Context: an optimization exercise on an open-source flow, tuned for small area and few clock cycles. The choices shown serve that exercise and are no tape-out recipe.

== lane 1 ==
==> flow/design.v <==
module pipeline (
    input  logic        clock,
    input  logic        reset,
    input  logic [31:0] mem_rdata,
    output logic [1:0]  mem_command,
    output logic [31:0] mem_addr,
    output logic [31:0] mem_wdata,
    output logic        commit_valid,
    output logic        commit_wr_en,
    output logic [4:0]  commit_wr_idx,
    output logic [31:0] commit_wr_data,
    output logic [31:0] commit_npc,
    output logic [31:0] commit_inst
);
    logic [31:0] rf [1:31];  
    logic [31:0] ir;
    logic        e_valid;
    logic [31:0] m_inst;
    logic [31:0] m_result;   
    logic        m_valid;
    logic        m_wr;       
    logic        m_load;     
    logic        m_store;
    logic [31:2] m_npc;      
    logic [6:0] opcode;
    logic [2:0] funct3;
    logic [6:0] funct7;
    logic [4:0] rd, rs1, rs2;
    logic       is_reg, is_imm, is_load, is_store;
    logic       op_sub, op_and, op_or, op_xor;
    assign opcode = ir[6:0];
    assign rd     = ir[11:7];
    assign funct3 = ir[14:12];
    assign rs1    = ir[19:15];
    assign rs2    = ir[24:20];
    assign funct7 = ir[31:25];
    always_comb begin
        is_reg = 1'b0;
        op_sub = 1'b0;
        op_and = 1'b0;
        op_or  = 1'b0;
        op_xor = 1'b0;
        if (opcode == 7'b0110011) begin
            case ({funct7, funct3})
                {7'b0000000, 3'b000}: is_reg = 1'b1;
                {7'b0100000, 3'b000}: begin is_reg = 1'b1; op_sub = 1'b1; end
                {7'b0000000, 3'b111}: begin is_reg = 1'b1; op_and = 1'b1; end
                {7'b0000000, 3'b110}: begin is_reg = 1'b1; op_or  = 1'b1; end
                {7'b0000000, 3'b100}: begin is_reg = 1'b1; op_xor = 1'b1; end
                default: ;
            endcase
        end
    end
    assign is_imm   = (opcode == 7'b0010011) && (funct3 == 3'b000);
    assign is_load  = (opcode == 7'b0000011) && (funct3 == 3'b010);
    assign is_store = (opcode == 7'b0100011) && (funct3 == 3'b010);
    logic rd_nz;
    assign rd_nz = (rd != 5'd0);
    logic [4:0]  m_rd;
    logic [31:0] m_value;      
    logic        m_data;       
    logic [4:0]  rs2_sel;
    logic [31:0] rs1_value, rs2_read, rs2_value;
    logic [31:0] imm;
    logic [31:0] operand_b;
    logic [31:0] sum;
    logic [31:0] alu_result;
    assign m_rd    = m_inst[11:7];
    assign m_value = m_load ? mem_rdata : m_result;
    assign m_data  = m_load || m_store;
    assign rs2_sel = m_store ? m_inst[24:20] : rs2;
    always_comb begin
        rs1_value = '0;
        rs2_read  = '0;
        for (int i = 1; i < 32; i++) begin
            if (rs1 == 5'(i))     rs1_value = rf[i];
            if (rs2_sel == 5'(i)) rs2_read  = rf[i];
        end
        rs2_value = rs2_read;
        if (m_wr && (m_rd == rs1)) rs1_value = m_value;
        if (m_wr && (m_rd == rs2)) rs2_value = m_value;
    end
    assign imm = is_store ? {{20{ir[31]}}, ir[31:25], ir[11:7]}
                          : {{20{ir[31]}}, ir[31:20]};
    assign operand_b = is_reg ? rs2_value : imm;
    assign sum = rs1_value + (op_sub ? ~operand_b : operand_b) + {31'd0, op_sub};
    always_comb begin
        if (op_and)      alu_result = rs1_value & rs2_value;
        else if (op_or)  alu_result = rs1_value | rs2_value;
        else if (op_xor) alu_result = rs1_value ^ rs2_value;
        else             alu_result = sum;
    end
    logic [31:2] npc_next;
    logic        e_go;       
    assign npc_next = m_npc + 30'd1;
    assign e_go     = e_valid && !m_store;
    always_ff @(posedge clock) begin
        if (reset) begin
            e_valid <= 1'b0;
            m_valid <= 1'b0;
            m_wr    <= 1'b0;
            m_load  <= 1'b0;
            m_store <= 1'b0;
            m_npc   <= '0;
        end else begin
            e_valid <= !m_data || (e_valid && m_store);   
            m_valid <= e_go;
            m_wr    <= e_go && rd_nz && (is_reg || is_imm || is_load);
            m_load  <= e_go && rd_nz && is_load;   
            m_store <= e_go && is_store;
            if (e_go) m_npc <= npc_next;
        end
    end
    always_ff @(posedge clock) begin
        if (!m_store) ir <= mem_rdata;   
        m_inst   <= ir;
        m_result <= alu_result;
    end
    logic [31:0] rf_wdata;
    assign rf_wdata = reset ? 32'd0 : m_value;
    always_ff @(posedge clock) begin
        for (int i = 1; i < 32; i++) begin
            if (reset || (m_wr && (m_rd == 5'(i)))) rf[i] <= rf_wdata;
        end
    end
    assign mem_command = m_store ? 2'd2 : 2'd1;
    assign mem_addr    = m_data  ? m_result
                       : e_valid ? {npc_next, 2'b00} : {m_npc, 2'b00};
    assign mem_wdata   = rs2_read;
    assign commit_valid   = m_valid;
    assign commit_wr_en   = m_wr;
    assign commit_wr_idx  = m_rd;
    assign commit_wr_data = m_value;
    assign commit_npc     = {m_npc, 2'b00};
    assign commit_inst    = m_inst;
endmodule
clock: 5.5 ns
lec_check: 0
cap_margin: 20
core_margin: 2
core_utilization: 40
slew_margin: 20
run.sh (not shown) runs the stock make flow with config.mk's settings and CLKGATE_MAP_FILE= SYNTH_SCRIPT=/design/flow/synth_recipe.tcl, a recipe that flattens the netlist after the stock synthesis.
[flow] lane 1 | stages: complete | final checks: fail | reason: setup timing
Input-level comparison between lane 2 and lane 1:
diff --git a/flow/design.v b/flow/design.v
--- a/flow/design.v
+++ b/flow/design.v
@@ -16,8 +16,9 @@
     logic [31:0] ir;
     logic        e_valid;
     logic [31:0] m_inst;
     logic [31:0] m_result;   
+    logic [31:0] m_wdata;    
     logic        m_valid;
     logic        m_wr;       
     logic        m_load;     
     logic        m_store;
@@ -58,26 +59,23 @@
     assign rd_nz = (rd != 5'd0);
     logic [4:0]  m_rd;
     logic [31:0] m_value;      
     logic        m_data;       
-    logic [4:0]  rs2_sel;
-    logic [31:0] rs1_value, rs2_read, rs2_value;
+    logic [31:0] rs1_value, rs2_value;
     logic [31:0] imm;
     logic [31:0] operand_b;
     logic [31:0] sum;
     logic [31:0] alu_result;
     assign m_rd    = m_inst[11:7];
     assign m_value = m_load ? mem_rdata : m_result;
     assign m_data  = m_load || m_store;
-    assign rs2_sel = m_store ? m_inst[24:20] : rs2;
     always_comb begin
         rs1_value = '0;
-        rs2_read  = '0;
+        rs2_value = '0;
         for (int i = 1; i < 32; i++) begin
-            if (rs1 == 5'(i))     rs1_value = rf[i];
-            if (rs2_sel == 5'(i)) rs2_read  = rf[i];
+            if (rs1 == 5'(i)) rs1_value = rf[i];
+            if (rs2 == 5'(i)) rs2_value = rf[i];
         end
-        rs2_value = rs2_read;
         if (m_wr && (m_rd == rs1)) rs1_value = m_value;
         if (m_wr && (m_rd == rs2)) rs2_value = m_value;
     end
     assign imm = is_store ? {{20{ir[31]}}, ir[31:25], ir[11:7]}
@@ -90,11 +88,9 @@
         else if (op_xor) alu_result = rs1_value ^ rs2_value;
         else             alu_result = sum;
     end
     logic [31:2] npc_next;
-    logic        e_go;       
     assign npc_next = m_npc + 30'd1;
-    assign e_go     = e_valid && !m_store;
     always_ff @(posedge clock) begin
         if (reset) begin
             e_valid <= 1'b0;
             m_valid <= 1'b0;
@@ -102,20 +98,21 @@
             m_load  <= 1'b0;
             m_store <= 1'b0;
             m_npc   <= '0;
         end else begin
-            e_valid <= !m_data || (e_valid && m_store);   
-            m_valid <= e_go;
-            m_wr    <= e_go && rd_nz && (is_reg || is_imm || is_load);
-            m_load  <= e_go && rd_nz && is_load;   
-            m_store <= e_go && is_store;
-            if (e_go) m_npc <= npc_next;
+            e_valid <= !m_data;    
+            m_valid <= e_valid;
+            m_wr    <= e_valid && rd_nz && (is_reg || is_imm || is_load);
+            m_load  <= e_valid && rd_nz && is_load;   
+            m_store <= e_valid && is_store;
+            if (e_valid) m_npc <= npc_next;
         end
     end
     always_ff @(posedge clock) begin
-        if (!m_store) ir <= mem_rdata;   
+        ir       <= mem_rdata;
         m_inst   <= ir;
         m_result <= alu_result;
+        m_wdata  <= rs2_value;
     end
     logic [31:0] rf_wdata;
     assign rf_wdata = reset ? 32'd0 : m_value;
     always_ff @(posedge clock) begin
@@ -125,9 +122,9 @@
     end
     assign mem_command = m_store ? 2'd2 : 2'd1;
     assign mem_addr    = m_data  ? m_result
                        : e_valid ? {npc_next, 2'b00} : {m_npc, 2'b00};
-    assign mem_wdata   = rs2_read;
+    assign mem_wdata   = m_wdata;
     assign commit_valid   = m_valid;
     assign commit_wr_en   = m_wr;
     assign commit_wr_idx  = m_rd;
     assign commit_wr_data = m_value;
Although it ran to completion, lane 1 produced a layout that fails the final checks because of setup timing.
Finished, but not clean: lane 2, with setup timing.
Summary of the comparison: final critical path time including I/O delays and setup is lower in lane 2, relative to lane 1.
NOTE area after detailed placement lane 1->lane 2 decreased by a few percent
When lane 2 is measured against lane 1, its worst-case hold slack turns out 0.018 ns lower.
Between lane 1 and lane 2, fraction of standard cell area in multi-input logic decreased.
The routed length on met1 of lane 2 falls short of that of lane 1 by 5.9%.
Relative to lane 1, the tap cell count of lane 2 is lower by about 0.7%.
Lane 2 vs lane 1: die outline width down slightly
In the metrics for lane 2 and lane 1, the one carrying the lower aggregate negative setup slack is lane 1.
Min CTS sink count across lane 2 and lane 1: lane 1
Critical path depth: lane 2 vs lane 1 down 1
Number of standard cells in the layout, taps in and fillers out is higher on lane 1
Met3 global-route usage: lane 2 > lane 1
Lane 1 → lane 2: worst-case reg-to-reg path depth lower; share of final-layout standard cells stronger than drive strength 1 saw a decrease.
No functional check of the RTL was part of any run of this note.

## static timing again, ports no longer ideal
Ports are ideal in the flow. The routed layouts listed here were re-timed in OpenROAD.
Step 1, drivers: a clkbuf_16 drives clock and a buf_2 each remaining input, both assumed.
Step 2 times the ports against the registers' clock, not the clock port: input delays grow and output delays shrink by t, the midpoint of the rising clock arrivals with the driver on.
Three values: ideal ports, drivers, drivers and shift; two values: the first two.
| run | t (ns) | setup WS [ns] | worst setup path at the end |
|---|---|---|---|
| lane 1 | 0.873 | -0.517 / -0.517 / -0.517 | register to register |
| lane 2 | 0.837 | -0.095 / -0.095 / -0.095 | register to register |
